Background: an optimization exercise with open tools, aiming at small area. Do not read the settings as production practice.
RTL that was checked went through simulation tests only; none was proved equivalent to the original.
For runs 2, 5 and 6, only the layout was checked, not whether the RTL still works.
Power figures rest on the tool's default switching activity, not on a simulated workload.

**flow/design.v**
```verilog
module digital_resonator_bank #(
  parameter int unsigned DATA_W    = 16,
  parameter int unsigned COEF_W    = 18,
  parameter int unsigned COEF_FRAC = 16,
  parameter int unsigned NUM_CH    = 4,
  localparam int unsigned CH_W     = (NUM_CH > 1) ? $clog2(NUM_CH) : 1
) (
  input  logic                     clk,
  input  logic                     reset_n,
  input  logic                     enable,
  input  logic                     clr,
  input  logic [NUM_CH*DATA_W-1:0] d,
  input  logic                     coef_we,
  input  logic [CH_W-1:0]          coef_ch,
  input  logic [1:0]               coef_sel,
  input  logic [COEF_W-1:0]        coef_data,
  output logic [NUM_CH*DATA_W-1:0] q,
  output logic                     q_valid,
  output logic                     busy,
  output logic                     sat_flag,
  output logic                     overrun
);
  localparam int unsigned NB    = NUM_CH * DATA_W;        
  localparam int unsigned CNT_W = $clog2(NB);
  localparam int unsigned J_W   = $clog2(DATA_W);
  localparam int unsigned SW    = 3 * COEF_W;             
  localparam int unsigned AW    = COEF_W + 2;             
  localparam logic [COEF_W-1:0] G_ONE = COEF_W'(64'(1) << COEF_FRAC);
  logic [COEF_W-1:0]    sh   [NUM_CH][3];   
  logic [2:0]           shw  [NUM_CH];      
  logic [SW+2:0]        act  [NUM_CH];      
  logic signed [AW-1:0] accr [NUM_CH];      
  logic [NB-1:0]        xr;                 
  logic [NB-1:0]        y2r;                
  logic [CNT_W-1:0]     cnt;
  logic                 run;
  logic                 z1, z2;
  logic                 sat_acc;
  logic                 accept, done;
  logic [CH_W-1:0]      k;
  logic [J_W-1:0]       j;
  logic                 first, last;
  logic                 xb, y1b, y2b;
  logic [NB-1:0]        dperm;
  assign k      = cnt[CH_W-1:0];
  assign j      = cnt[CNT_W-1:CH_W];
  assign first  = (j == '0);
  assign last   = (j == J_W'(DATA_W - 1));
  assign accept = !run && enable && !clr;
  assign done   = run && (cnt == CNT_W'(NB - 1));
  assign busy     = run;
  assign sat_flag = sat_acc;
  always_comb begin
    for (int unsigned kk = 0; kk < NUM_CH; kk++)
      for (int unsigned jj = 0; jj < DATA_W; jj++)
        dperm[jj*NUM_CH + kk] = d[kk*DATA_W + jj];
  end
  assign xb  = xr[0];
  assign y1b = q[k*DATA_W + j] & !z1;
  assign y2b = y2r[0] & !z2;
  logic signed [COEF_W-1:0] cg, ca1, ca2;
  logic signed [AW:0]       t, ain, sum;
  logic signed [AW-1:0]     anew, ring_in;
  logic [DATA_W-1:0]        res;
  logic                     clip;
  assign cg  = act[0][SW]   ? act[0][COEF_W-1:0]          : G_ONE;
  assign ca1 = act[0][SW+1] ? act[0][2*COEF_W-1:COEF_W]   : '0;
  assign ca2 = act[0][SW+2] ? act[0][3*COEF_W-1:2*COEF_W] : '0;
  always_comb begin
    t    = (xb ? (AW+1)'(cg) : '0) + (y1b ? (AW+1)'(ca1) : '0)
         - (y2b ? (AW+1)'(ca2) : '0);
    ain  = first ? '0 : (AW+1)'(accr[0]);
    sum  = last ? (ain - t) : (ain + t);
    anew = sum[AW:1];
    res  = anew[DATA_W-1:0];
    clip = 1'b0;
    if (!(&anew[AW-1:DATA_W-1] || ~|anew[AW-1:DATA_W-1])) begin
      clip = 1'b1;
      res  = anew[AW-1] ? {1'b1, {(DATA_W-1){1'b0}}}
                        : {1'b0, {(DATA_W-1){1'b1}}};
    end
    ring_in = anew;
    if (last) ring_in[DATA_W-1:0] = res;
  end
  always_ff @(posedge clk or negedge reset_n) begin
    if (!reset_n) begin
      for (int unsigned c = 0; c < NUM_CH; c++) shw[c] <= '0;
    end else if (coef_we) begin
      for (int unsigned c = 0; c < NUM_CH; c++)
        for (int unsigned s = 0; s < 3; s++)
          if (coef_ch == CH_W'(c) && coef_sel == 2'(s)) shw[c][s] <= 1'b1;
    end
  end
  always_ff @(posedge clk) begin
    if (coef_we) begin
      for (int unsigned c = 0; c < NUM_CH; c++)
        for (int unsigned s = 0; s < 3; s++)
          if (coef_ch == CH_W'(c) && coef_sel == 2'(s)) sh[c][s] <= coef_data;
    end
  end
  always_ff @(posedge clk) begin
    for (int unsigned c = 0; c < NUM_CH; c++) begin
      if (accept) act[c] <= {shw[c], sh[c][2], sh[c][1], sh[c][0]};
      else        act[c] <= act[(c + 1) % NUM_CH];
      accr[c] <= (c == NUM_CH - 1) ? ring_in : accr[c + 1];
    end
    xr <= accept ? dperm : {dperm[NB-1], xr[NB-1:1]};
    if (run) y2r <= {y1b, y2r[NB-1:1]};
    cnt <= accept ? '0 : cnt + CNT_W'(1);
  end
  always_ff @(posedge clk or negedge reset_n) begin
    if (!reset_n) begin
      run     <= 1'b0;
      z1      <= 1'b1;
      z2      <= 1'b1;
      sat_acc <= 1'b0;
      q       <= '0;
      q_valid <= 1'b0;
      overrun <= 1'b0;
    end else begin
      q_valid <= 1'b0;
      if (clr) begin
        run     <= 1'b0;
        z1      <= 1'b1;
        z2      <= 1'b1;
        overrun <= 1'b0;
      end else begin
        if (enable && run) overrun <= 1'b1;
        if (accept) begin
          run     <= 1'b1;
          sat_acc <= 1'b0;
        end
        if (run && last) sat_acc <= sat_acc | clip;
        if (done) begin
          run     <= 1'b0;
          q_valid <= 1'b1;
          z1      <= 1'b0;
          z2      <= 1'b0;
          for (int unsigned c = 0; c < NUM_CH; c++)
            q[c*DATA_W +: DATA_W] <= (c == NUM_CH - 1) ? ring_in[DATA_W-1:0]
                                                       : accr[c + 1][DATA_W-1:0];
        end
      end
    end
  end
endmodule
```
**flow/run.sh**
```bash
#!/bin/bash
# synth_recipe.tcl (not shown) runs the flow's synth.tcl, then flattens the netlist and writes it again
# the make line also repeats each setting of config.mk as NAME=value (left out here)
make -C /OpenROAD-flow-scripts/flow DESIGN_CONFIG=/design/flow/config.mk WORK_HOME=/design/flow/orfs CLKGATE_MAP_FILE= SYNTH_SCRIPT=/design/flow/synth_recipe.tcl finish
```
**flow/config.mk**
```make
export PLATFORM = sky130hd
export DESIGN_NAME = digital_resonator_bank
export DESIGN_NICKNAME = digital_resonator_bank
export VERILOG_FILES = /design/flow/design.v
export SDC_FILE = /design/flow/constraint.sdc
export NUM_CORES = 4
export LEC_CHECK = 0
export CAP_MARGIN = 20
export CORE_MARGIN = 2
export CORE_UTILIZATION = 40
export SLEW_MARGIN = 20
```
**flow/constraint.sdc**
```tcl
create_clock -name core_clock -period 20.0 [get_ports {clk}]
set_input_delay 4.0000 -clock core_clock [delete_from_list [all_inputs] [get_ports {clk}]]
set_output_delay 4.0000 -clock core_clock [all_outputs]
set_load 0.01 [all_outputs]
```
==> results_dict.tcl, run 1 <==
set metrics [dict create \
    insertion_delay_ns 0.61 \
    required_ns 20.51 \
    syn_area_um2 26700 \
    start_util_pct 40.5 \
    viasPerCell 4.91 \
    die_h_um 262 \
    tightest_slew_ns 1.10 \
    synth-seq-cells 739 \
    synth_edf_count 280 \
    gr-total-overflow 0 \
    clk_pin_slew_ns 0.06 \
    die_w_um 262 \
    finalCriticalPeriod_ns 9.37 \
    layout-drive-gt1-share_pct 23.0 \
    htreeDepth 3 \
    antenna_found_initial 2 \
    ys_async_sr_fraction_pct 11.0 \
    cp-startpoint "cnt[3]" \
    worstReg2RegEnd "q[55]" \
    cp_slowest_cell "dfxtp_1" \
    synth_cells 1886 \
    post-route-period-util_pct 46.8 \
    status "complete, no violations" \
    r2r_cells 27 \
    worstSetupEndpointType "register" \
    cp.arrival_ns 9.88 \
    post_cts_buffers 0 \
    maxCapViolCount 0 \
    reg2reg_slack_ns 10.63 \
    hold_viol 0 \
    clockRootBuffer "clkbuf_16" \
    area_growth_syn_to_layout_pct 19.0 \
    dr.pass1.iters 7 \
    fillCellCount 5652 \
    fin_nets 2215 \
    fmax_mhz 107 \
    criticalPathCategory "register to register" \
    drtIter0Drc 950 \
    cts_hold_buf 0 \
    rows 94 \
    cts_made_buffers 73 \
    core_um2 65900 \
    grt.total_usage_pct 16.0 \
    ys.flop_type "dfxtp_1" \
    wl_per_cell_um 18.3 \
    grt_pass1_vias 15000 \
    avgSynthCellArea_um2 14.2 \
    hold_class "register to register" \
    critPathMaxStageDelay_ns 0.91 \
    rr_startpoint "cnt[3]" \
    postLayoutCoreUtil_pct 48.2 \
    cts_resized 0 \
    vias 14700 \
    drt_wl_total_um 54700 \
    synth-seq-area-share_pct 67.4 \
    antenna_left 0 \
    yosysWarnings 5 \
    io_pins 159 \
    synth_cell_type_count 75 \
    clock_path_buffers 3 \
    cp-start-kind "register" \
    crit_path_end "q[55]" \
    cts_tree "built" \
    tns_ns 0 \
    synth_fp_nets 2037 \
    slew_viol_final 0 \
    drc 0 \
    setup_viol 0 \
    fin_worst_skew_ns 0.0172 \
    min_path_cells 0 \
    grt_max_degree 190 \
    crit_fanout 32 \
    p_leak_nw 12.2 \
    io_buffers 158 \
    timing.slew.headroom_pct 26.6 \
    cellPowerDensity_nw_per_um2 152 \
    grt_pass1_wl_um 86400 \
    globalplace.congestion 0.830 \
    hpwl_um 35500 \
    n_antenna_cell 0 \
    max-vdd-ir-drop_v 0.000135 \
    rsz0062_at_grt "no" \
    die_area_um2 68800 \
    cts_sinks 739 \
]
[how the worst min path moves through the flow]
stage / startpoint / to
finish: accr[2][17] / accr[1][17]
global route: accr[2][19] / accr[1][19]
CTS: accr[2][17] / accr[1][17]
detailed placement: accr[2][17] / accr[1][17]
global placement: accr[1][17] / accr[0][17]
floorplan: accr[1][16] / accr[0][16]
[logic make-up (layout without fill, tap and decap cells)]
kind of cell,after synthesis,count (layout),share of synthesized area (%)
buffers and inverters,126,364,1.92
xor gates and xnor gates,56,56,1.84
DFF,739,739,67.4
AOI/OAI and AO/OA,174,174,4.15
and+or+nand+nor,417,417,7.16
muxes,314,314,14.1
adders and majority gates,60,60,3.35
[synth_stat cells, drive strengths merged, types with 12 or more instances]
master / n / share of area, %
clkbuf: 57 / 0.81
dfxtp: 378 / 28
fa: 19 / 1.4
a21o: 13 / 0.37
buf: 16 / 0.37
a21oi: 55 / 1.0
xnor2: 30 / 0.98
ha: 41 / 1.9
inv: 53 / 0.75
mux4: 21 / 1.8
nor2: 51 / 0.72
edfxtp: 280 / 32
and2: 41 / 0.96
nand2: 240 / 3.4
xor2: 26 / 0.85
o21ai: 55 / 1.0
or2: 17 / 0.40
mux2: 291 / 12
dfrtp: 80 / 7.5
nor3: 12 / 0.23
[cell type report]
type / count / area (um2) / area share (%)
Inverter: 53 / 199 / 0.626
Tap cell: 864 / 1080 / 3.40
Clock inverter: 19 / 175 / 0.552
Timing Repair Buffer: 176 / 1730 / 5.45
Multi-Input combinational cell: 1021 / 8250 / 26.0
Clock buffer: 116 / 2320 / 7.30
Sequential cell: 739 / 18000 / 56.7
[metal layers]
metal	part of all wire, %	vias to the layer above	GRT usage (%)
met2	46	316	25.4
met3	4.5	93	3.20
met5	0.024	-	0
met1	47	7253	22.2
li1	-	7011	-
met4	2.2	2	4.65
[flip-flops by register name, summed over array words and instances, names as in the netlist]
| register | flops |
|---|---|
| sat_acc | 1 |
| q_valid | 1 |
| xr | 64 |
| q | 64 |
| overrun | 1 |
| cnt | 6 |
| run | 1 |
| accr | 80 |
| z2 | 1 |
| shw | 12 |
| sh | 216 |
| y2r | 64 |
| act | 228 |
[report_power, final]
group | leakage [nW] | internal [mW] | switching [mW]
clock network | 1.23 | 0.836 | 0.553
registers | 6.83 | 1.80 | 0.113
logic | 4.16 | 0.617 | 0.900
total | 12.2 | 3.25 | 1.57
[placed cells by master (no fill, tap or decap), drive strengths merged, types with 55 or more instances in the layout]
cell type / netlist / layout
dfxtp: 378 / 378
mux2: 291 / 291
edfxtp: 280 / 280
nand2: 240 / 240
clkdlybuf4s50: 0 / 157
clkbuf: 57 / 116
dfrtp: 80 / 80
a21oi: 55 / 55
inv: 53 / 55
o21ai: 55 / 55
[through the flow]
| stage | cell area, um2 | power [mW] | worst slack, ns | hold WS (ns) | std cells |
|---|---|---|---|---|---|
| CTS | 31700 | 4.84 | 9.75 | 0.322 | 2988 |
| global placement | 29200 | 3.41 | 10.20 | 0.311 | 2853 |
| global route | 31800 | 5.10 | 10.07 | 0.335 | 2988 |
| finish | 31800 | 4.82 | 10.63 | 0.323 | 2988 |
| detailed placement | 29200 | 3.43 | 9.80 | 0.312 | 2853 |
| floorplan | 26700 | 3.03 | 11.99 | 0.310 | 1886 |
[worst max-delay path: cells and delay by family (launching register included)]
| family | cells | cell delay [ns] |
|---|---|---|
| buf+inv | 1 | 0.06 |
| xor+xnor | 3 | 0.98 |
| flops | 1 | 0.91 |
| compound gates | 10 | 2.84 |
| mux | 3 | 1.44 |
| simple gates | 7 | 1.94 |
| fa+ha+maj | 3 | 1.09 |
==> inputs of run 2 (changes only) <==
--- a/flow/design.v
+++ b/flow/design.v
@@ -29,7 +29,7 @@
   logic [COEF_W-1:0]    sh   [NUM_CH][3];   
   logic [2:0]           shw  [NUM_CH];      
   logic [SW+2:0]        act  [NUM_CH];      
-  logic signed [AW-1:0] accr [NUM_CH];      
+  logic [AW-1:0]        accr [NUM_CH];      
   logic [NB-1:0]        xr;                 
   logic [NB-1:0]        y2r;                
   logic [CNT_W-1:0]     cnt;
@@ -58,28 +58,57 @@
   assign xb  = xr[0];
   assign y1b = q[k*DATA_W + j] & !z1;
   assign y2b = y2r[0] & !z2;
-  logic signed [COEF_W-1:0] cg, ca1, ca2;
-  logic signed [AW:0]       t, ain, sum;
-  logic signed [AW-1:0]     anew, ring_in;
-  logic [DATA_W-1:0]        res;
-  logic                     clip;
+  logic [COEF_W-1:0] cg, ca1, ca2;
+  logic [COEF_W-1:0] p1, p2, p3;           
+  logic [AW-1:0]     rin;                  
+  logic [COEF_W-1:0] s1, c1;               
+  logic [AW-1:0]     s2, c2;               
+  logic [AW:0]       u, cy;
+  logic [AW-1:0]     v, vl, ring_in;
+  logic [DATA_W-1:0] res;
+  logic              clip;
+  logic              y2nb;
   assign cg  = act[0][SW]   ? act[0][COEF_W-1:0]          : G_ONE;
   assign ca1 = act[0][SW+1] ? act[0][2*COEF_W-1:COEF_W]   : '0;
   assign ca2 = act[0][SW+2] ? act[0][3*COEF_W-1:2*COEF_W] : '0;
+  assign y2nb = !y2b;
   always_comb begin
-    t    = (xb ? (AW+1)'(cg) : '0) + (y1b ? (AW+1)'(ca1) : '0)
-         - (y2b ? (AW+1)'(ca2) : '0);
-    ain  = first ? '0 : (AW+1)'(accr[0]);
-    sum  = last ? (ain - t) : (ain + t);
-    anew = sum[AW:1];
-    res  = anew[DATA_W-1:0];
-    clip = 1'b0;
-    if (!(&anew[AW-1:DATA_W-1] || ~|anew[AW-1:DATA_W-1])) begin
-      clip = 1'b1;
-      res  = anew[AW-1] ? {1'b1, {(DATA_W-1){1'b0}}}
-                        : {1'b0, {(DATA_W-1){1'b1}}};
+    p1 = {COEF_W{xb}}   & cg;
+    p2 = {COEF_W{y1b}}  & ca1;
+    p3 = {COEF_W{y2nb}} & ca2;
+    p1[COEF_W-1] = !p1[COEF_W-1];
+    p2[COEF_W-1] = !p2[COEF_W-1];
+    p3[COEF_W-1] = !p3[COEF_W-1];
+    if (first)     rin = {1'b1, 1'b0, !ca2[COEF_W-1], ca2[COEF_W-2:0]};
+    else if (last) rin = ~accr[0];
+    else           rin = accr[0];
+    for (int i = 0; i < COEF_W; i++) begin
+      s1[i] = p1[i] ^ p2[i] ^ p3[i];
+      c1[i] = (p1[i] & p2[i]) | (p1[i] & p3[i]) | (p2[i] & p3[i]);
     end
-    ring_in = anew;
+    s2[0] = rin[0] ^ s1[0];
+    c2[0] = rin[0] & s1[0];
+    for (int i = 1; i < COEF_W; i++) begin
+      s2[i] = rin[i] ^ s1[i] ^ c1[i-1];
+      c2[i] = (rin[i] & s1[i]) | (rin[i] & c1[i-1]) | (s1[i] & c1[i-1]);
+    end
+    s2[COEF_W]   = !(rin[COEF_W] ^ c1[COEF_W-1]);
+    c2[COEF_W]   = rin[COEF_W] | c1[COEF_W-1];
+    s2[COEF_W+1] = rin[COEF_W+1];
+    c2[COEF_W+1] = 1'b0;
+    u[0]  = s2[0];
+    cy[1] = 1'b0;
+    for (int i = 1; i <= AW-1; i++) begin
+      u[i]    = s2[i] ^ c2[i-1] ^ cy[i];
+      cy[i+1] = (s2[i] & c2[i-1]) | (s2[i] & cy[i]) | (c2[i-1] & cy[i]);
+    end
+    u[AW] = cy[AW];
+    v = u[AW:1];
+    vl = {!v[AW-1], v[AW-2:0]};
+    clip = !(&vl[AW-1:DATA_W-1] || ~|vl[AW-1:DATA_W-1]);
+    res  = clip ? (vl[AW-1] ? {1'b0, {(DATA_W-1){1'b1}}} : {1'b1, {(DATA_W-1){1'b0}}})
+                : ~vl[DATA_W-1:0];
+    ring_in = v;
     if (last) ring_in[DATA_W-1:0] = res;
   end
   always_ff @(posedge clk or negedge reset_n) begin
--- a/flow/config.mk
+++ b/flow/config.mk
@@ -7,5 +7,7 @@
 export LEC_CHECK = 0
 export CAP_MARGIN = 20
 export CORE_MARGIN = 2
-export CORE_UTILIZATION = 40
+export CORE_UTILIZATION = 60
+export CTS_BUF_LIST = sky130_fd_sc_hd__clkbuf_8
+export CTS_CLUSTER_SIZE = 40
 export SLEW_MARGIN = 20
==> results_dict.tcl, run 2 <==
set metrics [dict create \
    status "complete, no violations" \
    cp-start-kind "register" \
    synthTopCellsByArea "edfxtp_1, dfxtp_1, mux2_2, dfrtp_1, fa_1" \
    gr-total-overflow 0 \
    viasPerCell 5.32 \
    yosysTopAreaCell "edfxtp_1" \
    cp_slowest_cell "dfxtp_1" \
    grt_max_degree 85 \
    n_antenna_cell 0 \
    cts_made_buffers 112 \
    largest_reg_flops 228 \
    fin_nets 1946 \
    reg2reg_slack_ns 6.63 \
    worstSetupEndpointType "register" \
    setup_viol 0 \
    drc 0 \
    area_growth_syn_to_layout_pct 17.7 \
    crit_fanout 21 \
    final_cell_mix "dfxtp_1, mux2_2, edfxtp_1" \
    grt_pass1_wl_um 76500 \
    post_cts_buffers 0 \
    synth_fp_nets 1720 \
    synth_top_area_share_pct 32.6 \
    wl_per_cell_um 20.0 \
    multi_input_area_um2 7340 \
    regArea_um2 18000 \
    critPathMaxStageDelay_ns 0.92 \
    synthTopCellsByCount "dfxtp_1, mux2_2, edfxtp_1, dfrtp_1, fa_1" \
    synthMuxAreaShare_pct 17.0 \
    drt_wl_total_um 48700 \
    hold_class "register to register" \
    antenna_left 0 \
    finalCriticalPeriod_ns 13.37 \
    synthAdderAreaFrac_pct 4.26 \
    top_register "act" \
    rr_startpoint "cnt[3]" \
    grt_pass1_vias 13600 \
    synth-seq-cells 739 \
    cts_hold_buf 0 \
    die_area_um2 44600 \
    p_leak_nw 11.9 \
    fin_worst_skew_ns 0.0249 \
    slew_viol_final 0 \
    insertion_delay_ns 0.71 \
    holdCritStartpoint "accr[1][19]" \
    core_um2 42100 \
    top_regs "act (228), sh (216), accr (80)" \
    clock_path_buffers 3 \
    max-vdd-ir-drop_v 0.0000769 \
    avgSynthCellArea_um2 16.4 \
    cp-startpoint "cnt[3]" \
    tightest_slew_ns 1.04 \
    synth_cell_type_count 56 \
    layout-drive-gt1-share_pct 31.1 \
    cts_sinks 739 \
    hpwl_um 30800 \
    cp.arrival_ns 13.96 \
    r2r_cells 37 \
    rsz0062_at_grt "no" \
    crit_top_cell "fa_1" \
    crit_path_end "q[61]" \
    fillCellCount 2808 \
    post-route-period-util_pct 66.9 \
    die_w_um 211 \
    worstReg2RegEnd "q[61]" \
    io_pins 159 \
    synth_top_family_by_area "multiplexers" \
    tns_ns 0 \
    synth-seq-area-share_pct 69.8 \
    grt.total_usage_pct 22.7 \
    cts_resized 0 \
    yosysMostFrequentCell "dfxtp_1" \
    die_h_um 211 \
    synth-compound-area-share_pct 2.46 \
    dr.pass1.iters 4 \
    ys_async_sr_fraction_pct 11.0 \
    synthXorXnorAreaFrac_pct 0.815 \
    clk_pin_slew_ns 0.06 \
    clockRootBuffer "clkbuf_8" \
    vias 13000 \
    synth_cells 1573 \
    globalplace.congestion 0.796 \
    ys.flop_type "dfxtp_1" \
    drtIter0Drc 649 \
    criticalPathCategory "register to register" \
    start_util_pct 61.2 \
    fmax_mhz 74.8 \
    maxCapViolCount 0 \
    io_buffers 158 \
    rows 75 \
    holdWs_ns 0.320 \
    antenna_found_initial 2 \
    cts_tree "built" \
    yosys.area_share.simple_pct 3.63 \
    cellPowerDensity_nw_per_um2 130 \
    htreeDepth 3 \
    required_ns 20.59 \
    synth_edf_count 280 \
    hold_viol 0 \
    yosysWarnings 5 \
    syn_area_um2 25800 \
    timing.slew.headroom_pct 30.4 \
    final_common_cell "dfxtp_1" \
]
-- run 2: worst min-delay path by stage --
stage	endpoint	slack, ns	depth (start not counted)
floorplan	accr[0][16]	0.31	0
global placement	accr[0][17]	0.31	0
detailed placement	accr[0][19]	0.31	0
CTS	accr[2][17]	0.32	0
global route	accr[1][18]	0.33	0
finish	accr[0][19]	0.32	0
-- run 2: power breakdown --
group	internal (mW)	switching, mW	total, mW
sequential	1.79	0.116	1.90
combinational	0.377	0.415	0.792
clock	0.693	0.565	1.26
-- run 2: metrics by stage --
stage | cell area (um2) | instances | utilization [%] | power (mW) | setup slack (ns)
final | 30300 | 2436 | 72.0 | 3.95 | 6.63
after global routing | 30300 | 2436 | 72.0 | 4.16 | 6.03
after CTS | 30300 | 2436 | 72.0 | 4.00 | 6.55
after detailed placement | 28000 | 2224 | 66.4 | 2.73 | 6.54
after global placement | 28000 | 2224 | 66.4 | 2.71 | 6.76
after floorplan | 25800 | 1573 | - | 2.44 | 7.62
-- run 2: layout make-up --
cell class / count / share of cell area, %
clock buffers: 135 / 6.12
clock inverters: 77 / 1.68
inverters: 49 / 0.606
multi-input cells: 713 / 24.2
flip-flops and latches: 739 / 59.3
well taps: 539 / 2.22
repair buffers: 184 / 5.86
-- run 2: layer usage --
layer / vias up / global-route usage [%] / wire length [um]
met5: - / 0 / 13
met4: 2 / 7.12 / 904
met3: 81 / 4.85 / 1940
met2: 244 / 34.3 / 22200
met1: 6513 / 33.1 / 23600
li1: 6112 / - / -
-- run 2: logic make-up after synthesis --
group | after synthesis
AO/OA/AOI/OAI | 75
XOR/XNOR | 24
adder cells (fa/ha/maj) | 56
buffers and inverters | 121
flip-flops | 739
multiplexers | 379
AND/OR/NAND/NOR | 179
-- run 2: worst max-delay path, delay by kind of cell, from the launching register on --
family          cells  cell delay (ns)
fa+ha+maj          21             8.94
compound gates      4             0.99
buf+inv             6             0.84
mux                 4             1.09
flops               1             0.92
simple gates        2             0.45
==> inputs of run 3 (changes only) <==
--- a/flow/design.v
+++ b/flow/design.v
@@ -68,9 +68,11 @@
   logic [DATA_W-1:0] res;
   logic              clip;
   logic              y2nb;
-  assign cg  = act[0][SW]   ? act[0][COEF_W-1:0]          : G_ONE;
-  assign ca1 = act[0][SW+1] ? act[0][2*COEF_W-1:COEF_W]   : '0;
-  assign ca2 = act[0][SW+2] ? act[0][3*COEF_W-1:2*COEF_W] : '0;
+  logic [SW+2:0] act0;
+  assign act0 = ~act[0];
+  assign cg  = act0[SW]   ? act0[COEF_W-1:0]          : G_ONE;
+  assign ca1 = act0[SW+1] ? act0[2*COEF_W-1:COEF_W]   : '0;
+  assign ca2 = act0[SW+2] ? act0[3*COEF_W-1:2*COEF_W] : '0;
   assign y2nb = !y2b;
   always_comb begin
     p1 = {COEF_W{xb}}   & cg;
@@ -124,13 +126,15 @@
     if (coef_we) begin
       for (int unsigned c = 0; c < NUM_CH; c++)
         for (int unsigned s = 0; s < 3; s++)
-          if (coef_ch == CH_W'(c) && coef_sel == 2'(s)) sh[c][s] <= coef_data;
+          if (coef_ch == CH_W'(c) && coef_sel == 2'(s))
+            sh[c][s] <= (c % 2 == 1) ? ~coef_data : coef_data;
     end
   end
   always_ff @(posedge clk) begin
     for (int unsigned c = 0; c < NUM_CH; c++) begin
-      if (accept) act[c] <= {shw[c], sh[c][2], sh[c][1], sh[c][0]};
-      else        act[c] <= act[(c + 1) % NUM_CH];
+      if (accept) act[c] <= ~{(c % 2 == 1) ? ~shw[c] : shw[c],
+                              sh[c][2], sh[c][1], sh[c][0]};
+      else        act[c] <= ~act[(c + 1) % NUM_CH];
       accr[c] <= (c == NUM_CH - 1) ? ring_in : accr[c + 1];
     end
     xr <= accept ? dperm : {dperm[NB-1], xr[NB-1:1]};
--- a/flow/config.mk
+++ b/flow/config.mk
@@ -9,5 +9,6 @@
 export CORE_MARGIN = 2
 export CORE_UTILIZATION = 60
 export CTS_BUF_LIST = sky130_fd_sc_hd__clkbuf_8
-export CTS_CLUSTER_SIZE = 40
+export CTS_CLUSTER_DIAMETER = 60
+export CTS_CLUSTER_SIZE = 20
 export SLEW_MARGIN = 20
==> results_dict.tcl, run 3 <==
set metrics [dict create \
    grt_pass1_wl_um 73900 \
    rsz0062_at_grt "no" \
    insertion_delay_ns 0.67 \
    synthTopCellsByCount "dfxtp_1, edfxtp_1, mux2i_1, mux2_2, dfrtp_1" \
    synth-seq-cells 739 \
    die_w_um 211 \
    hold_viol 0 \
    status "complete, no violations" \
    syn_area_um2 25600 \
    rr_startpoint "cnt[2]" \
    synth_top_area_share_pct 32.9 \
    fin_ws_ns 6.37 \
    synth_cells 1592 \
    io_buffers 158 \
    area_growth_syn_to_layout_pct 12.3 \
    synth_fp_nets 1739 \
    grt.busiest_layer "met1" \
    post_cts_buffers 0 \
    layout-drive-gt1-share_pct 15.0 \
    holdCritStartpoint "accr[3][19]" \
    yosysTopAreaCell "edfxtp_1" \
    fin_nets 1895 \
    grt_pass1_vias 12700 \
    tns_ns 0 \
    gr-total-overflow 0 \
    finalCriticalPeriod_ns 13.63 \
    yosysMostFrequentCell "dfxtp_1" \
    die_h_um 211 \
    top_regs "act (228), sh (216), accr (80)" \
    grt_util_met1_pct 33.8 \
    synth_edf_count 280 \
    cp-start-kind "register" \
    start_util_pct 60.9 \
    cts_tree "built" \
    finalPower_mw 3.32 \
    fin_worst_skew_ns 0.0421 \
    worstSetupEndpointType "register" \
    final_cell_mix "dfxtp_1, edfxtp_1, mux2i_1" \
    tightest_slew_ns 1.12 \
    cts_hold_buf 0 \
    synth-seq-area-share_pct 70.3 \
    htreeDepth 2 \
    cp_slowest_cell "dfxtp_1" \
    maxCapViolCount 0 \
    dr.pass1.iters 5 \
    ys.flop_type "dfxtp_1" \
    cellPowerDensity_nw_per_um2 115 \
    clk_pin_slew_ns 0.11 \
    hpwl_um 29600 \
    drtIter0Drc 849 \
    vias 12600 \
    fin_area_um2 28700 \
    dpl_cell_area_um2 27800 \
    wl_per_cell_um 20.3 \
    required_ns 20.54 \
    final_common_cell "dfxtp_1" \
    antenna_left 0 \
    avgSynthCellArea_um2 16.1 \
    core_um2 42000 \
    rows 75 \
    fmax_mhz 73.4 \
    yosysWarnings 5 \
    max-vdd-ir-drop_v 0.000106 \
    largest_reg_flops 228 \
    p_leak_nw 10.8 \
    die_area_um2 44300 \
    synthTopCellsByArea "edfxtp_1, dfxtp_1, mux2i_1, dfrtp_1, mux2_2" \
    crit_top_cell "fa_1" \
    dp_slack_ns 6.27 \
    viasPerCell 5.41 \
    antenna_found_initial 1 \
    cts_sinks 739 \
    cts_made_buffers 46 \
    drc 0 \
    synth_cell_type_count 48 \
    criticalPathCategory "register to register" \
    cts_resized 0 \
    crit_fanout 19 \
    clock_path_buffers 3 \
    critPathMaxStageDelay_ns 0.68 \
    cp-startpoint "cnt[2]" \
    timing.slew.headroom_pct 25.6 \
    globalplace.congestion 0.806 \
    slew_viol_final 0 \
    n_antenna_cell 0 \
    post-route-period-util_pct 68.2 \
    drt_wl_total_um 47200 \
    hold_class "register to register" \
    top_register "act" \
    clockRootBuffer "clkbuf_8" \
    grt.total_usage_pct 21.9 \
    ys_async_sr_fraction_pct 11.0 \
    setup_viol 0 \
    fillCellCount 2926 \
    holdWs_ns 0.320 \
    grtUsageMet2_pct 33.3 \
    grt_max_degree 180 \
    cp.arrival_ns 14.17 \
    io_pins 159 \
    met3_usage_pct 3.58 \
]
-- run 3: logic make-up after synthesis --
kind of cell,after synthesis,share of synthesized area [%]
flip-flops,739,70.3
XOR/XNOR,24,0.821
multiplexers,374,15.9
AO/OA/AOI/OAI,77,2.31
buffers and inverters,139,2.28
adder cells (fa/ha/maj),56,4.29
AND/OR/NAND/NOR,183,4.07
-- run 3: report_power, final --
group	internal, mW	switching [mW]
registers	1.79	0.118
logic	0.324	0.367
clock network	0.269	0.453
-- run 3: stage by stage --
step / instances / util, %
CTS: 2323 / 68.3
finish: 2324 / 68.4
floorplan: 1592 / -
global route: 2324 / 68.4
detailed placement: 2238 / 66.1
global placement: 2238 / 66.1
-- run 3: area by class of cell --
cell class / count / area, um2 / area share, %
sequential: 739 / 18000 / 62.6
tap: 539 / 674 / 2.35
clock inverter: 38 / 285 / 0.993
inverter: 68 / 255 / 0.888
timing repair buffer: 179 / 1770 / 6.17
multi-input combinational: 714 / 7100 / 24.7
clock buffer: 47 / 647 / 2.25
-- run 3: critical path, delay by kind of cell, from the launching register on --
family          cells  cell delay [ns]
compound gates      4             0.96
fa+ha+maj          21             8.92
buf+inv             7             1.22
flops               1             0.68
mux                 4             1.24
simple gates        2             0.48
-- run 3: worst paths after layout --
kind | to | slack, ns | cells past startpoint
setup / recovery | q[49] | 6.37 | 38
hold / removal | accr[2][19] | 0.32 | 0
setup reg to reg | q[49] | 6.37 | 38
hold reg to reg | accr[2][19] | 0.32 | 0
max in group asynchronous | q[62] | 15.90 | 2
min in group asynchronous | run | 3.15 | 1
-- run 3: metal layers --
layer | share of wire (%) | wire length, um | up-vias
met5 | 0 | 0 | -
met4 | 1.4 | 664 | 0
met3 | 4.0 | 1890 | 55
met2 | 44 | 20900 | 242
met1 | 50 | 23700 | 6308
li1 | - | - | 5959
==> inputs of run 4 (changes only) <==
==> flow/flow/run.sh (new file) <==
#!/bin/bash
set -o pipefail
cp standard.sh standard_sh_copy.log
export BUFFER_PORTS_ARGS="-buffer_cell sky130_fd_sc_hd__buf_1"
bash standard.sh > standard.log 2>&1
==> flow/standard.sh (new file) <==
#!/bin/bash
# synth_recipe.tcl (not shown) runs the flow's synth.tcl, then flattens the netlist and writes it again
# the make line also repeats each setting of config.mk as NAME=value (left out here)
make -C /OpenROAD-flow-scripts/flow DESIGN_CONFIG=/design/flow/config.mk WORK_HOME=/design/flow/orfs CLKGATE_MAP_FILE= SYNTH_SCRIPT=/design/flow/synth_recipe.tcl "${@:-finish}"
removed: flow/run.sh
==> results_dict.tcl, run 4 <==
set metrics [dict create \
    die_w_um 211 \
    final_cell_mix "dfxtp_1, edfxtp_1, mux2i_1" \
    synth-seq-cells 739 \
    cp_slowest_cell "dfxtp_1" \
    grt_pass1_wl_um 74300 \
    slew_viol_final 0 \
    synth-seq-area-share_pct 70.3 \
    hpwl_um 29800 \
    clock_path_buffers 3 \
    die_h_um 211 \
    final_common_cell "dfxtp_1" \
    cp-start-kind "register" \
    clk_pin_slew_ns 0.12 \
    criticalPathCategory "register to register" \
    crit_top_cell "fa_1" \
    clockRootBuffer "clkbuf_8" \
    grt.total_usage_pct 22.2 \
    fillCellCount 3107 \
    maxCapViolCount 0 \
    largest_reg_flops 228 \
    cts_hold_buf 0 \
    globalplace.congestion 0.814 \
    htreeDepth 2 \
    critPathMaxStageDelay_ns 0.89 \
    synthAdderAreaFrac_pct 4.29 \
    io_pins 159 \
    core_um2 42000 \
    required_ns 20.52 \
    tns_ns 0 \
    yosysTopAreaCell "edfxtp_1" \
    area_growth_syn_to_layout_pct 8.05 \
    layout-drive-gt1-share_pct 14.8 \
    drt_wl_total_um 47800 \
    multi_input_area_um2 7100 \
    yosys.area_share.simple_pct 4.07 \
    rr_startpoint "cnt[3]" \
    dr.pass1.iters 5 \
    status "complete, no violations" \
    rsz0062_at_grt "no" \
    synth_top_family_by_area "multiplexers" \
    grt_pass1_vias 12700 \
    max-vdd-ir-drop_v 0.0000798 \
    viasPerCell 5.41 \
    grt_max_degree 180 \
    crit_family "adder cells" \
    yosysWarnings 5 \
    cts_sinks 739 \
    gr-total-overflow 0 \
    synthXorXnorAreaFrac_pct 0.821 \
    p_leak_nw 10.4 \
    ys_async_sr_fraction_pct 11.0 \
    die_area_um2 44300 \
    hold_class "register to register" \
    antenna_found_initial 2 \
    yosysMostFrequentCell "dfxtp_1" \
    cts_tree "built" \
    tightest_slew_ns 1.22 \
    ys.flop_type "dfxtp_1" \
    drc 0 \
    cp.arrival_ns 13.89 \
    min_path_cells 0 \
    post_cts_buffers 0 \
    post-route-period-util_pct 66.8 \
    worstSetupEndpointType "register" \
    antenna_left 0 \
    top_regs "act (228), sh (216), accr (80)" \
    timing.slew.headroom_pct 18.3 \
    critPathBufInv 6 \
    top_register "act" \
    hold_viol 0 \
    io_buffers 158 \
    reg2reg_slack_ns 6.63 \
    synthTopCellsByCount "dfxtp_1, edfxtp_1, mux2i_1, mux2_2, dfrtp_1" \
    drtIter0Drc 928 \
    fin_worst_skew_ns 0.0401 \
    syn_area_um2 25600 \
    worstReg2RegEnd "q[51]" \
    synthTopCellsByArea "edfxtp_1, dfxtp_1, mux2i_1, dfrtp_1, mux2_2" \
    placed_cells 2238 \
    insertion_delay_ns 0.65 \
    hold_end "accr[0][17]" \
    rows 75 \
    synth_edf_count 280 \
    holdCritStartpoint "accr[1][17]" \
    regArea_um2 18000 \
    synthMuxAreaShare_pct 15.9 \
    fin_nets 1894 \
    finalCriticalPeriod_ns 13.37 \
    synth-compound-area-share_pct 2.31 \
    crit_fanout 20 \
    cellPowerDensity_nw_per_um2 119 \
    synth_cell_type_count 48 \
    cts_made_buffers 46 \
    setup_viol 0 \
    synth_cells 1592 \
    start_util_pct 60.9 \
    cts_resized 0 \
    vias 12600 \
    r2r_cells 37 \
    synth_top_area_share_pct 32.9 \
    synth_fp_nets 1739 \
    avgSynthCellArea_um2 16.1 \
    fmax_mhz 74.8 \
    wl_per_cell_um 20.6 \
    n_antenna_cell 0 \
    finalNonFillerCells 2323 \
]
## run 4: cell counts after synthesis
Identical to the previous run, type by type.
## run 4: power by group
part           internal [mW]  switching (mW)  total, mW
Combinational          0.314           0.371      0.686
Sequential              1.79           0.121       1.91
Clock                  0.235           0.453      0.688
Total                   2.34           0.946       3.28
## run 4: cell type report
cell class / instances / area share [%]
Clock buffer: 48 / 2.39
Timing Repair Buffer: 178 / 2.75
Clock inverter: 37 / 0.719
Inverter: 68 / 0.923
Multi-Input combinational cell: 714 / 25.7
Tap cell: 539 / 2.44
Sequential cell: 739 / 65.1
## run 4: logic make-up after synthesis
group                      count (synthesis)
buffers and inverters                    139
DFF                                      739
and+or+nand+nor                          183
adders and majority gates                 56
muxes                                    374
AOI/OAI and AO/OA                         77
xor gates and xnor gates                  24
## run 4: worst max-delay path by stage
stage,from,end,slack (ns),cells after the start
CTS,cnt[3],q[51],6.57,37
detailed placement,cnt[3],q[51],6.63,37
finish,cnt[3],q[51],6.63,37
floorplan,cnt[2],q[53],7.73,36
global route,cnt[2],q[54],5.96,38
global placement,cnt[3],q[57],6.86,37
## run 4: per-layer routing
metal	GRT usage (%)	routed length, um	up-vias
met2	33.7	21300	218
met5	0	13	-
met3	3.29	1850	50
met4	5.05	662	2
met1	34.3	23900	6367
li1	-	-	5929
## run 4: through the flow
stage | utilization (%) | total power [mW] | cell area, um2 | hold WS, ns | setup WS [ns]
2_1_floorplan | - | 2.38 | 25600 | 0.310 | 7.73
3_3_place_gp | 63.7 | 2.60 | 26800 | 0.312 | 6.86
3_5_place_dp | 63.7 | 2.63 | 26800 | 0.313 | 6.63
4_1_cts | 65.8 | 3.31 | 27700 | 0.322 | 6.57
5_1_grt | 65.8 | 3.46 | 27700 | 0.312 | 5.96
6_report | 65.8 | 3.28 | 27700 | 0.314 | 6.63
==> inputs of run 5 (changes only) <==
--- a/flow/design.v
+++ b/flow/design.v
@@ -69,7 +69,7 @@
   logic              clip;
   logic              y2nb;
   logic [SW+2:0] act0;
-  assign act0 = ~act[0];
+  assign act0 = act[0];
   assign cg  = act0[SW]   ? act0[COEF_W-1:0]          : G_ONE;
   assign ca1 = act0[SW+1] ? act0[2*COEF_W-1:COEF_W]   : '0;
   assign ca2 = act0[SW+2] ? act0[3*COEF_W-1:2*COEF_W] : '0;
@@ -127,12 +127,12 @@
       for (int unsigned c = 0; c < NUM_CH; c++)
         for (int unsigned s = 0; s < 3; s++)
           if (coef_ch == CH_W'(c) && coef_sel == 2'(s))
-            sh[c][s] <= (c % 2 == 1) ? ~coef_data : coef_data;
+            sh[c][s] <= (c % 2 == 0) ? ~coef_data : coef_data;
     end
   end
   always_ff @(posedge clk) begin
     for (int unsigned c = 0; c < NUM_CH; c++) begin
-      if (accept) act[c] <= ~{(c % 2 == 1) ? ~shw[c] : shw[c],
+      if (accept) act[c] <= ~{(c % 2 == 0) ? ~shw[c] : shw[c],
                               sh[c][2], sh[c][1], sh[c][0]};
       else        act[c] <= ~act[(c + 1) % NUM_CH];
       accr[c] <= (c == NUM_CH - 1) ? ring_in : accr[c + 1];
==> flow/flow/run.sh (replaced) <==
#!/bin/bash
set -o pipefail
export BUFFER_PORTS_ARGS="-buffer_cell sky130_fd_sc_hd__buf_1"
bash standard.sh > standard.log 2>&1
==> results_dict.tcl, run 5 <==
set metrics [dict create \
    grt_pass1_vias 12600 \
    gr-total-overflow 0 \
    synth_fp_nets 1740 \
    io_pins 159 \
    die_w_um 210 \
    synthTopCellsByArea "edfxtp_1, dfxtp_1, mux2i_1, dfrtp_1, mux2_1" \
    ys_async_sr_fraction_pct 11.0 \
    final_common_cell "dfxtp_1" \
    crit_top_cell "fa_1" \
    worstReg2RegEnd "q[55]" \
    cp-start-kind "register" \
    hold_viol 0 \
    drc 0 \
    wl_per_cell_um 21.1 \
    cellPowerDensity_nw_per_um2 119 \
    start_util_pct 60.7 \
    top_register "act" \
    insertion_delay_ns 0.66 \
    synth-seq-cells 739 \
    holdCritStartpoint "accr[1][4]" \
    core_um2 41900 \
    fin_nets 1893 \
    p_leak_nw 10.6 \
    finalCriticalPeriod_ns 13.60 \
    post_cts_buffers 0 \
    cts_tree "built" \
    finalPower_mw 3.27 \
    fin_worst_skew_ns 0.0381 \
    synth_top_area_share_pct 33.0 \
    holdWs_ns 0.337 \
    fillCellCount 3112 \
    cts_hold_buf 0 \
    htreeDepth 2 \
    largest_reg_flops 228 \
    crit_fanout 19 \
    rows 75 \
    grt_pass1_wl_um 74600 \
    drt_wl_total_um 48900 \
    avgSynthCellArea_um2 16.0 \
    tightest_slew_ns 1.14 \
    slew_viol_final 0 \
    grt_max_degree 143 \
    cts_sinks 739 \
    grt.total_usage_pct 22.5 \
    ys.flop_type "dfxtp_1" \
    yosysMostFrequentCell "dfxtp_1" \
    synth-seq-area-share_pct 70.7 \
    critPathBufInv 7 \
    viasPerCell 5.42 \
    synth_cells 1593 \
    n_antenna_cell 0 \
    final_cell_mix "dfxtp_1, edfxtp_1, mux2i_1" \
    drtIter0Drc 897 \
    synthTopCellsByCount "dfxtp_1, edfxtp_1, mux2i_1, mux2_1, dfrtp_1" \
    cts_resized 0 \
    rsz0062_at_grt "no" \
    status "complete, no violations" \
    required_ns 20.53 \
    yosysWarnings 5 \
    fin_area_um2 27600 \
    critPathMaxStageDelay_ns 0.68 \
    criticalPathCategory "register to register" \
    dr.pass1.iters 5 \
    globalplace.congestion 0.834 \
    cts_made_buffers 45 \
    antenna_left 0 \
    synth_edf_count 280 \
    yosysTopAreaCell "edfxtp_1" \
    cp.arrival_ns 14.12 \
    antenna_found_initial 1 \
    setup_viol 0 \
    dpl_cell_area_um2 26700 \
    top_regs "act (228), sh (216), accr (80)" \
    max-vdd-ir-drop_v 0.0000751 \
    area_growth_syn_to_layout_pct 8.25 \
    clock_path_buffers 3 \
    hpwl_um 31100 \
    crit_family "adder cells" \
    syn_area_um2 25500 \
    vias 12600 \
    hold_end "accr[0][4]" \
    r2r_cells 38 \
    post-route-period-util_pct 68.0 \
    cp_slowest_cell "dfxtp_1" \
    fmax_mhz 73.5 \
    synth_cell_type_count 53 \
    hold_class "register to register" \
    die_h_um 210 \
    clk_pin_slew_ns 0.12 \
    timing.slew.headroom_pct 23.9 \
    min_path_cells 0 \
    worstSetupEndpointType "register" \
    tns_ns 0 \
    reg2reg_slack_ns 6.40 \
    layout-drive-gt1-share_pct 7.91 \
    rr_startpoint "cnt[2]" \
    clockRootBuffer "clkbuf_8" \
    die_area_um2 44100 \
    io_buffers 158 \
    maxCapViolCount 0 \
]
[run 5: where the power goes]
| group | total, mW | internal [mW] | leakage [nW] | switching [mW] |
|---|---|---|---|---|
| Sequential | 1.91 | 1.78 | 6.77 | 0.127 |
| Combinational | 0.658 | 0.292 | 3.32 | 0.366 |
| Clock | 0.701 | 0.254 | 0.541 | 0.447 |
| Total | 3.27 | 2.33 | 10.6 | 0.940 |
[run 5: layer usage]
layer	up-vias	global-route usage [%]	routed length, um
li1	5939	-	-
met1	6376	34.7	24100
met2	206	34.3	22100
met3	63	2.92	1820
met4	0	5.62	885
met5	-	0	0
[run 5: area by class of cell]
cell class,instances,area (um2),area share [%]
Clock buffer,47,647,2.35
Clock inverter,37,235,0.853
Inverter,68,255,0.925
Multi-Input combinational cell,713,7000,25.4
Sequential cell,739,18000,65.3
Tap cell,539,674,2.45
Timing Repair Buffer,179,767,2.78
[run 5: kinds of logic (layout without fill, tap and decap cells)]
group | count (synthesis) | in the layout | synth area share [%]
AND/OR/NAND/NOR | 180 | 180 | 3.64
AO/OA/AOI/OAI | 79 | 79 | 2.29
buffers and inverters | 141 | 331 | 2.28
multiplexers | 374 | 374 | 16.0
XOR/XNOR | 24 | 24 | 0.825
flip-flops | 739 | 739 | 70.7
adder cells (fa/ha/maj) | 56 | 56 | 4.31
[run 5: worst max path at each step]
stage	from	endpoint	cells past startpoint
floorplan	cnt[2]	q[53]	36
global placement	cnt[2]	q[61]	38
detailed placement	cnt[2]	q[55]	38
CTS	cnt[2]	q[55]	38
global route	cnt[2]	q[55]	38
finish	cnt[2]	q[55]	38
[run 5: stage by stage]
stage	utilization, %	setup WS [ns]	instances
2_1_floorplan	-	7.73	1593
3_3_place_gp	63.6	6.58	2238
3_5_place_dp	63.6	6.36	2238
4_1_cts	65.8	6.32	2322
5_1_grt	65.8	5.87	2322
6_report	65.8	6.40	2322
==> inputs of run 6 (changes only) <==
--- a/flow/config.mk
+++ b/flow/config.mk
@@ -5,10 +5,10 @@
 export SDC_FILE = /design/flow/constraint.sdc
 export NUM_CORES = 4
 export LEC_CHECK = 0
-export CAP_MARGIN = 20
+export CAP_MARGIN = 0
 export CORE_MARGIN = 2
 export CORE_UTILIZATION = 60
 export CTS_BUF_LIST = sky130_fd_sc_hd__clkbuf_8
 export CTS_CLUSTER_DIAMETER = 60
 export CTS_CLUSTER_SIZE = 20
-export SLEW_MARGIN = 20
+export SLEW_MARGIN = 0
==> results_dict.tcl, run 6 <==
set metrics [dict create \
    yosysTopAreaCell "edfxtp_1" \
    syn_area_um2 25500 \
    status "complete, no violations" \
    max-vdd-ir-drop_v 0.0000751 \
    io_buffers 158 \
    synth_top_area_share_pct 33.0 \
    multi_input_area_um2 7000 \
    crit_fanout 19 \
    comb_power_share_pct 20.1 \
    grtUsageMet2_pct 34.3 \
    cp.arrival_ns 14.12 \
    synth_cell_type_count 53 \
    ys_async_sr_fraction_pct 11.0 \
    synth_cells 1593 \
    final_common_cell "dfxtp_1" \
    top_register "act" \
    final_cell_mix "dfxtp_1, edfxtp_1, mux2i_1" \
    sw_frac_of_total_pct 28.7 \
    finalNonFillerCells 2322 \
    p_leak_nw 10.6 \
    synth_edf_count 280 \
    timing.slew.headroom_pct 23.9 \
    cts_resized 0 \
    gr-total-overflow 0 \
    cp_slowest_cell "dfxtp_1" \
    cts_tree "built" \
    grt.busiest_layer "met1" \
    top_regs "act (228), sh (216), accr (80)" \
    core_um2 41900 \
    dr.pass1.iters 5 \
    die_w_um 210 \
    hold_viol 0 \
    hold_class "register to register" \
    rows 75 \
    synth-seq-cells 739 \
    synthTopCellsByArea "edfxtp_1, dfxtp_1, mux2i_1, dfrtp_1, mux2_1" \
    largest_reg_flops 228 \
    p_clk_share_pct 21.4 \
    rsz0062_at_grt "no" \
    start_util_pct 60.7 \
    clockRootBuffer "clkbuf_8" \
    cts_made_buffers 45 \
    crit_family "adder cells" \
    tns_ns 0 \
    vias 12600 \
    p_seq_share_pct 58.5 \
    tightest_slew_ns 1.14 \
    crit_top_cell "fa_1" \
    cts_sinks 739 \
    power.switching_mw 0.940 \
    postLayoutCoreUtil_pct 65.8 \
    yosysWarnings 5 \
    critPathMaxStageDelay_ns 0.68 \
    fin_nets 1893 \
    cellPowerDensity_nw_per_um2 119 \
    viasPerCell 5.42 \
    synth-seq-area-share_pct 70.7 \
    synthTopCellsByCount "dfxtp_1, edfxtp_1, mux2i_1, mux2_1, dfrtp_1" \
    regArea_um2 18000 \
    post_cts_buffers 0 \
    die_h_um 210 \
    grt_util_met1_pct 34.7 \
    antenna_left 0 \
    avgSynthCellArea_um2 16.0 \
    holdWs_ns 0.337 \
    n_antenna_cell 0 \
    cts_hold_buf 0 \
    die_area_um2 44100 \
    grt.total_usage_pct 22.5 \
    post-route-period-util_pct 68.0 \
    yosysMostFrequentCell "dfxtp_1" \
    grt_pass1_wl_um 74600 \
    worstSetupEndpointType "register" \
    globalplace.congestion 0.834 \
    io_pins 159 \
    antenna_found_initial 1 \
    critPathBufInv 7 \
    ys.flop_type "dfxtp_1" \
    area_growth_syn_to_layout_pct 8.25 \
    grt_pass1_vias 12600 \
    finalCriticalPeriod_ns 13.60 \
    clock_path_buffers 3 \
    fmax_mhz 73.5 \
    insertion_delay_ns 0.66 \
    criticalPathCategory "register to register" \
    required_ns 20.53 \
    drtIter0Drc 897 \
    placed_cells 2238 \
    grt_max_degree 143 \
    fillCellCount 3112 \
    slew_viol_final 0 \
    setup_viol 0 \
    clk_pin_slew_ns 0.12 \
    htreeDepth 2 \
    synth_fp_nets 1740 \
    maxCapViolCount 0 \
    internal_power_mw 2.33 \
    met3_usage_pct 2.92 \
    wl_per_cell_um 21.1 \
    fin_worst_skew_ns 0.0381 \
    hpwl_um 31100 \
    cp-start-kind "register" \
    drc 0 \
    drt_wl_total_um 48900 \
    layout-drive-gt1-share_pct 7.91 \
]
==> run 6: cell counts after synthesis <==
No cell type changed its count.
==> run 6: kinds of logic after synthesis <==
group	count (synthesis)	share of synthesized area, %
compound gates	79	2.29
xor+xnor	24	0.825
fa+ha+maj	56	4.31
buf+inv	141	2.28
flops	739	70.7
mux	374	16.0
simple gates	180	3.64
==> run 6: per-layer routing <==
metal  vias up  part of all wire [%]  routed length, um
met5         -                     0                  0
met4         0                   1.8                885
met3        63                   3.7               1820
met2       206                    45              22100
met1      6376                    49              24100
li1       5939                     -                  -
==> run 6: stage by stage <==
step	power [mW]	instance area (um2)	setup WS, ns
6_report	3.27	27600	6.40
5_1_grt	3.44	27600	5.87
3_5_place_dp	2.60	26700	6.36
4_1_cts	3.30	27600	6.32
3_3_place_gp	2.58	26700	6.58
2_1_floorplan	2.35	25500	7.73
==> run 6: worst register-to-register path, delay by kind of cell (launching register included) <==
kind / cells / cell delay (ns)
adders and majority gates: 21 / 8.91
DFF: 1 / 0.68
AOI/OAI and AO/OA: 4 / 0.97
and+or+nand+nor: 2 / 0.45
buffers and inverters: 7 / 1.24
muxes: 4 / 1.24
==> run 6: cell type report <==
| cell class | count | share of cell area (%) |
|---|---|---|
| clock buffers | 47 | 2.35 |
| clock inverters | 37 | 0.853 |
| inverters | 68 | 0.925 |
| multi-input cells | 713 | 25.4 |
| flip-flops and latches | 739 | 65.3 |
| well taps | 539 | 2.45 |
| repair buffers | 179 | 2.78 |
==> run 6: worst paths after layout <==
check	startpoint	end	slack (ns)	cells past startpoint
min in group asynchronous	reset_n	q[34]	3.31	1
max reg2reg	cnt[2]	q[55]	6.40	38
min reg2reg	accr[1][4]	accr[0][4]	0.34	0
min	accr[1][4]	accr[0][4]	0.34	0
max in group asynchronous	reset_n	q[55]	15.58	2
max	cnt[2]	q[55]	6.40	38
==> run 6: power groups by stage <==
| stage | combinational (mW) | clock [mW] | sequential [mW] |
|---|---|---|---|
| final | 0.658 | 0.701 | 1.91 |
| after global routing | 0.733 | 0.775 | 1.93 |
| after CTS | 0.660 | 0.724 | 1.91 |
| after detailed placement | 0.659 | 0 | 1.94 |
| after global placement | 0.640 | 0 | 1.94 |
| after floorplan | 0.481 | 0 | 1.87 |
==> inputs of run 7 (changes only) <==
--- a/flow/design.v
+++ b/flow/design.v
@@ -67,29 +67,25 @@
   logic [AW-1:0]     v, vl, ring_in;
   logic [DATA_W-1:0] res;
   logic              clip;
-  logic              y2nb;
-  logic [SW+2:0] act0;
-  assign act0 = act[0];
-  assign cg  = act0[SW]   ? act0[COEF_W-1:0]          : G_ONE;
-  assign ca1 = act0[SW+1] ? act0[2*COEF_W-1:COEF_W]   : '0;
-  assign ca2 = act0[SW+2] ? act0[3*COEF_W-1:2*COEF_W] : '0;
-  assign y2nb = !y2b;
+  assign cg  = act[0][SW]   ? act[0][COEF_W-1:0]          : G_ONE;
+  assign ca1 = act[0][SW+1] ? act[0][2*COEF_W-1:COEF_W]   : '0;
+  assign ca2 = act[0][SW+2] ? act[0][3*COEF_W-1:2*COEF_W] : '0;
   always_comb begin
     p1 = {COEF_W{xb}}   & cg;
     p2 = {COEF_W{y1b}}  & ca1;
-    p3 = {COEF_W{y2nb}} & ca2;
+    p3 = {COEF_W{y2b}} & ca2;
     p1[COEF_W-1] = !p1[COEF_W-1];
     p2[COEF_W-1] = !p2[COEF_W-1];
-    p3[COEF_W-1] = !p3[COEF_W-1];
-    if (first)     rin = {1'b1, 1'b0, !ca2[COEF_W-1], ca2[COEF_W-2:0]};
+    p3[COEF_W-2:0] = ~p3[COEF_W-2:0];      
+    if (first)     rin = AW'(20'hA0000);     
     else if (last) rin = ~accr[0];
     else           rin = accr[0];
     for (int i = 0; i < COEF_W; i++) begin
       s1[i] = p1[i] ^ p2[i] ^ p3[i];
       c1[i] = (p1[i] & p2[i]) | (p1[i] & p3[i]) | (p2[i] & p3[i]);
     end
-    s2[0] = rin[0] ^ s1[0];
-    c2[0] = rin[0] & s1[0];
+    s2[0] = !(rin[0] ^ s1[0]);             
+    c2[0] = rin[0] | s1[0];
     for (int i = 1; i < COEF_W; i++) begin
       s2[i] = rin[i] ^ s1[i] ^ c1[i-1];
       c2[i] = (rin[i] & s1[i]) | (rin[i] & c1[i-1]) | (s1[i] & c1[i-1]);
==> flow/flow/run.sh (replaced) <==
#!/bin/bash
set -o pipefail
export BUFFER_PORTS_ARGS="-buffer_cell sky130_fd_sc_hd__buf_1"
export CTS_ARGS="-sink_clustering_enable -repair_clock_nets -sink_clustering_size 16 -sink_clustering_max_diameter 50 -buf_list sky130_fd_sc_hd__clkbuf_8 -dont_use_dummy_load"
bash standard.sh > standard.log 2>&1
--- a/flow/config.mk
+++ b/flow/config.mk
@@ -5,10 +5,10 @@
 export SDC_FILE = /design/flow/constraint.sdc
 export NUM_CORES = 4
 export LEC_CHECK = 0
-export CAP_MARGIN = 0
+export CAP_MARGIN = 20
 export CORE_MARGIN = 2
 export CORE_UTILIZATION = 60
 export CTS_BUF_LIST = sky130_fd_sc_hd__clkbuf_8
 export CTS_CLUSTER_DIAMETER = 60
 export CTS_CLUSTER_SIZE = 20
-export SLEW_MARGIN = 0
+export SLEW_MARGIN = 20
==> results_dict.tcl, run 7 <==
set metrics [dict create \
    status "complete, no violations" \
    die_area_um2 44000 \
    synth_cells 1558 \
    power.switching_mw 0.946 \
    fmax_mhz 71.0 \
    hold_viol 0 \
    io_buffers 158 \
    yosysTopAreaCell "edfxtp_1" \
    internal_power_mw 2.39 \
    clockRootBuffer "clkbuf_8" \
    tightest_slew_ns 1.08 \
    top_register "act" \
    synth_fp_nets 1705 \
    comb_power_share_pct 22.4 \
    cp-start-kind "register" \
    synthMuxAreaShare_pct 16.0 \
    viasPerCell 5.47 \
    gr-total-overflow 0 \
    dr.pass1.iters 4 \
    holdCritStartpoint "accr[1][15]" \
    maxCapViolCount 0 \
    critPathMaxStageDelay_ns 0.88 \
    final_common_cell "dfxtp_1" \
    sw_frac_of_total_pct 28.4 \
    post-route-period-util_pct 70.4 \
    fillCellCount 3104 \
    yosys.area_share.simple_pct 3.48 \
    grt_pass1_vias 12500 \
    io_pins 159 \
    finalCriticalPeriod_ns 14.08 \
    hpwl_um 30200 \
    synth-seq-cells 739 \
    globalplace.congestion 0.788 \
    grt.total_usage_pct 21.8 \
    cts_made_buffers 56 \
    layout-drive-gt1-share_pct 15.4 \
    reg2reg_slack_ns 5.92 \
    rsz0062_at_grt "no" \
    setup_viol 0 \
    hold_class "register to register" \
    post_cts_buffers 0 \
    area_growth_syn_to_layout_pct 7.95 \
    synth_top_family_by_area "multiplexers" \
    required_ns 20.51 \
    clock_path_buffers 3 \
    rr_startpoint "cnt[2]" \
    ys.flop_type "dfxtp_1" \
    clk_pin_slew_ns 0.09 \
    vias 12400 \
    p_seq_share_pct 57.3 \
    worstSetupEndpointType "register" \
    largest_reg_flops 228 \
    fin_worst_skew_ns 0.0588 \
    fin_nets 1873 \
    start_util_pct 60.6 \
    synth_edf_count 280 \
    tns_ns 0 \
    cts_sinks 739 \
    synth_cell_type_count 52 \
    cp.arrival_ns 14.59 \
    max-vdd-ir-drop_v 0.0000701 \
    drc 0 \
    synthTopCellsByCount "dfxtp_1, edfxtp_1, mux2i_1, mux2_2, dfrtp_1" \
    finalPower_mw 3.34 \
    timing.slew.headroom_pct 27.8 \
    top_regs "act (228), sh (216), accr (80)" \
    die_w_um 210 \
    synth-seq-area-share_pct 70.9 \
    synth-compound-area-share_pct 2.45 \
    criticalPathCategory "register to register" \
    yosysMostFrequentCell "dfxtp_1" \
    antenna_left 0 \
    final_cell_mix "dfxtp_1, edfxtp_1, mux2i_1" \
    yosysWarnings 5 \
    grt_pass1_wl_um 72600 \
    ys_async_sr_fraction_pct 11.0 \
    rows 75 \
    insertion_delay_ns 0.68 \
    synthXorXnorAreaFrac_pct 0.794 \
    drtIter0Drc 763 \
    die_h_um 210 \
    core_um2 41900 \
    crit_top_cell "fa_1" \
    avgSynthCellArea_um2 16.3 \
    p_leak_nw 10.2 \
    synthAdderAreaFrac_pct 4.33 \
    synthTopCellsByArea "edfxtp_1, dfxtp_1, mux2i_1, dfrtp_1, mux2_2" \
    synth_top_area_share_pct 33.1 \
    crit_fanout 20 \
    cts_hold_buf 0 \
    fin_area_um2 27400 \
    cp-startpoint "cnt[2]" \
    cts_resized 0 \
    cellPowerDensity_nw_per_um2 122 \
    drt_wl_total_um 47000 \
    htreeDepth 2 \
    grt_max_degree 168 \
    syn_area_um2 25400 \
    cp_slowest_cell "a21oi_1" \
    holdWs_ns 0.327 \
    dpl_cell_area_um2 26600 \
    antenna_found_initial 4 \
    wl_per_cell_um 20.8 \
    p_clk_share_pct 20.3 \
    cts_tree "built" \
    slew_viol_final 0 \
]
==> run 7: cell types whose count changed after synthesis, sizes merged, moves of 15 or more <==
cell and delta:
and2 +15, nand3 -16, o21a +15, xnor2 +16
xor2 -17
==> run 7: final timing paths <==
check / endpoint / cells past startpoint
worst max-delay path: q[48] / 35
worst min-delay path: accr[0][15] / 0
worst max register to register: q[48] / 35
worst min register to register: accr[0][15] / 0
max in group asynchronous: run / 2
min in group asynchronous: q[9] / 1
==> run 7: critical path, delay by kind of cell (launching register included) <==
kind / cells / cell delay [ns]
adders and majority gates: 21 / 8.87
buffers and inverters: 4 / 0.80
muxes: 3 / 1.08
AOI/OAI and AO/OA: 5 / 1.89
DFF: 1 / 0.64
and+or+nand+nor: 2 / 0.65
==> run 7: metal layers <==
| layer | wire, um | share of wire, % | up-vias | global-route usage, % |
|---|---|---|---|---|
| li1 | - | - | 5794 | - |
| met2 | 21000 | 45 | 246 | 33.1 |
| met3 | 2080 | 4.4 | 68 | 3.85 |
| met4 | 835 | 1.8 | 0 | 4.87 |
| met5 | 0 | 0 | - | 0 |
| met1 | 23100 | 49 | 6285 | 33.2 |
==> run 7: logic make-up (layout without fill, tap and decap cells) <==
| group | after synthesis | in the layout |
|---|---|---|
| flops | 739 | 739 |
| mux | 373 | 373 |
| simple gates | 168 | 168 |
| buf+inv | 124 | 290 |
| compound gates | 75 | 75 |
| fa+ha+maj | 56 | 56 |
| xor+xnor | 23 | 23 |
| other cells | 0 | 1 |
==> run 7: per-stage QoR <==
step | cells | util [%] | setup slack (ns)
6_report | 2264 | 65.5 | 5.92
3_3_place_gp | 2206 | 63.5 | 6.02
2_1_floorplan | 1558 | - | 7.71
4_1_cts | 2262 | 65.4 | 5.81
3_5_place_dp | 2206 | 63.6 | 5.82
5_1_grt | 2263 | 65.5 | 5.22
==> run 7: final cells by class <==
cell class | count | area [um2] | share of cell area [%]
clock buffer | 56 | 771 | 2.81
tap | 539 | 674 | 2.46
inverter | 57 | 214 | 0.781
multi-input combinational | 695 | 6960 | 25.4
sequential | 739 | 18000 | 65.7
antenna | 1 | 2.50 | 0.00913
timing repair buffer | 177 | 772 | 2.82
==> run 7: power groups by stage <==
stage	sequential [mW]	clock, mW	combinational [mW]
global route	1.93	0.750	0.844
global placement	1.94	0	0.724
detailed placement	1.95	0	0.752
CTS	1.91	0.702	0.759
floorplan	1.88	0	0.559
finish	1.91	0.676	0.748
==> inputs of run 8 (changes only) <==
==> flow/flow/run.sh (replaced) <==
#!/bin/bash
set -o pipefail
export BUFFER_PORTS_ARGS="-buffer_cell sky130_fd_sc_hd__buf_1"
export CTS_ARGS="-sink_clustering_enable -repair_clock_nets -sink_clustering_size 20 -sink_clustering_max_diameter 60 -buf_list sky130_fd_sc_hd__clkbuf_8 -dont_use_dummy_load"
bash standard.sh > standard.log 2>&1
--- a/flow/config.mk
+++ b/flow/config.mk
@@ -7,7 +7,7 @@
 export LEC_CHECK = 0
 export CAP_MARGIN = 20
 export CORE_MARGIN = 2
-export CORE_UTILIZATION = 60
+export CORE_UTILIZATION = 75
 export CTS_BUF_LIST = sky130_fd_sc_hd__clkbuf_8
 export CTS_CLUSTER_DIAMETER = 60
 export CTS_CLUSTER_SIZE = 20
==> results_dict.tcl, run 8 <==
set metrics [dict create \
    critPathMaxStageDelay_ns 0.81 \
    post-route-period-util_pct 69.5 \
    post_cts_buffers 0 \
    maxCapViolCount 0 \
    grt_pass1_wl_um 74300 \
    synth-seq-cells 739 \
    drtIter0Drc 845 \
    syn_area_um2 25400 \
    insertion_delay_ns 0.64 \
    crit_fanout 22 \
    top_regs "act (228), sh (216), accr (80)" \
    timing.slew.headroom_pct 27.4 \
    htreeDepth 2 \
    p_clk_share_pct 18.6 \
    p_leak_nw 10.2 \
    rows 67 \
    cp-start-kind "register" \
    holdWs_ns 0.323 \
    cts_made_buffers 44 \
    vias 12600 \
    finalNonFillerCells 2165 \
    status "complete, no violations" \
    drt_wl_total_um 47200 \
    die_w_um 188 \
    gr-total-overflow 0 \
    clockRootBuffer "clkbuf_8" \
    fillCellCount 1854 \
    finalCriticalPeriod_ns 13.90 \
    hold_viol 0 \
    postLayoutCoreUtil_pct 81.1 \
    antenna_left 0 \
    synthTopCellsByArea "edfxtp_1, dfxtp_1, mux2i_1, dfrtp_1, mux2_2" \
    power.switching_mw 0.933 \
    core_um2 33400 \
    largest_reg_flops 228 \
    yosysWarnings 5 \
    cts_sinks 739 \
    antenna_found_initial 1 \
    synth_fp_nets 1705 \
    avgSynthCellArea_um2 16.3 \
    synthTopCellsByCount "dfxtp_1, edfxtp_1, mux2i_1, mux2_2, dfrtp_1" \
    critPathBufInv 4 \
    drc 0 \
    p_seq_share_pct 58.4 \
    internal_power_mw 2.34 \
    criticalPathCategory "register to register" \
    synth_top_area_share_pct 33.1 \
    grt_max_degree 82 \
    clock_path_buffers 3 \
    crit_top_cell "fa_1" \
    dr.pass1.iters 5 \
    ys.flop_type "dfxtp_1" \
    synth_edf_count 280 \
    worstSetupEndpointType "register" \
    yosysTopAreaCell "edfxtp_1" \
    grt_pass1_vias 13100 \
    tightest_slew_ns 1.09 \
    clk_pin_slew_ns 0.11 \
    required_ns 20.49 \
    area_growth_syn_to_layout_pct 6.91 \
    synth_cells 1558 \
    synth-seq-area-share_pct 70.9 \
    layout-drive-gt1-share_pct 15.0 \
    multi_input_area_um2 6950 \
    ys_async_sr_fraction_pct 11.0 \
    start_util_pct 75.9 \
    comb_power_share_pct 23.0 \
    rsz0062_at_grt "no" \
    final_common_cell "dfxtp_1" \
    finalPower_mw 3.27 \
    hold_class "register to register" \
]
run 8: cell type report:
cell class,count,area share [%]
clock buffer,44,2.23
inverter,57,0.788
multi-input combinational,695,25.6
sequential,739,66.4
tap,448,2.07
timing repair buffer,182,2.95
run 8: path summary, 6_finish.rpt:
path,start,end,slack [ns],cells after the start
max,cnt[2],q[56],6.10,35
min,accr[3][6],accr[2][6],0.32,0
max reg2reg,cnt[2],q[56],6.10,35
min reg2reg,accr[3][6],accr[2][6],0.32,0
max in group asynchronous,reset_n,q[36],15.84,2
min in group asynchronous,reset_n,q[9],3.55,2
run 8: cell families (layout without fill, tap and decap cells):
group                    Yosys count  in the layout  synth area share (%)
AO/OA/AOI/OAI                     75             75                  2.45
XOR/XNOR                          23             23                 0.794
adder cells (fa/ha/maj)           56             56                  4.33
buffers and inverters            124            283                  2.05
flip-flops                       739            739                  70.9
multiplexers                     373            373                  16.0
AND/OR/NAND/NOR                  168            168                  3.48
run 8: per-layer routing:
metal / global-route usage [%] / vias up / wire, um
met3: 3.97 / 79 / 2530
met2: 43.7 / 355 / 22000
li1: - / 5772 / -
met4: 7.30 / 0 / 1050
met1: 41.2 / 6356 / 21500
met5: 0 / - / 0
run 8: per-stage QoR:
stage                     instance area [um2]  setup slack (ns)
final                                   27100              6.10
after floorplan                         25400              7.71
after CTS                               27100              6.04
after detailed placement                26500              6.03
after global routing                    27100              5.41
after global placement                  26500              6.26
run 8: power groups by stage:
| stage | sequential (mW) | combinational (mW) | clock (mW) |
|---|---|---|---|
| 6_report | 1.91 | 0.753 | 0.607 |
| 5_1_grt | 1.93 | 0.850 | 0.668 |
| 2_1_floorplan | 1.88 | 0.559 | 0 |
| 4_1_cts | 1.91 | 0.753 | 0.619 |
| 3_3_place_gp | 1.93 | 0.711 | 0 |
| 3_5_place_dp | 1.94 | 0.744 | 0 |
run 8: worst reg2reg max path, delay by kind of cell, from the launching register on:
| kind | cells | cell delay, ns |
|---|---|---|
| simple gates | 2 | 0.65 |
| buf+inv | 4 | 0.79 |
| fa+ha+maj | 21 | 8.83 |
| flops | 1 | 0.54 |
| mux | 3 | 1.15 |
| compound gates | 5 | 1.88 |

Re-timed with assumed drivers on the ports (clkbuf_16 on the clock, buf_2 on other inputs), run 8 has 6.101 ns of setup slack against 6.101 ns with ideal ports, and 6.101 ns once port delays also move by the mid clock arrival of 0.648 ns.
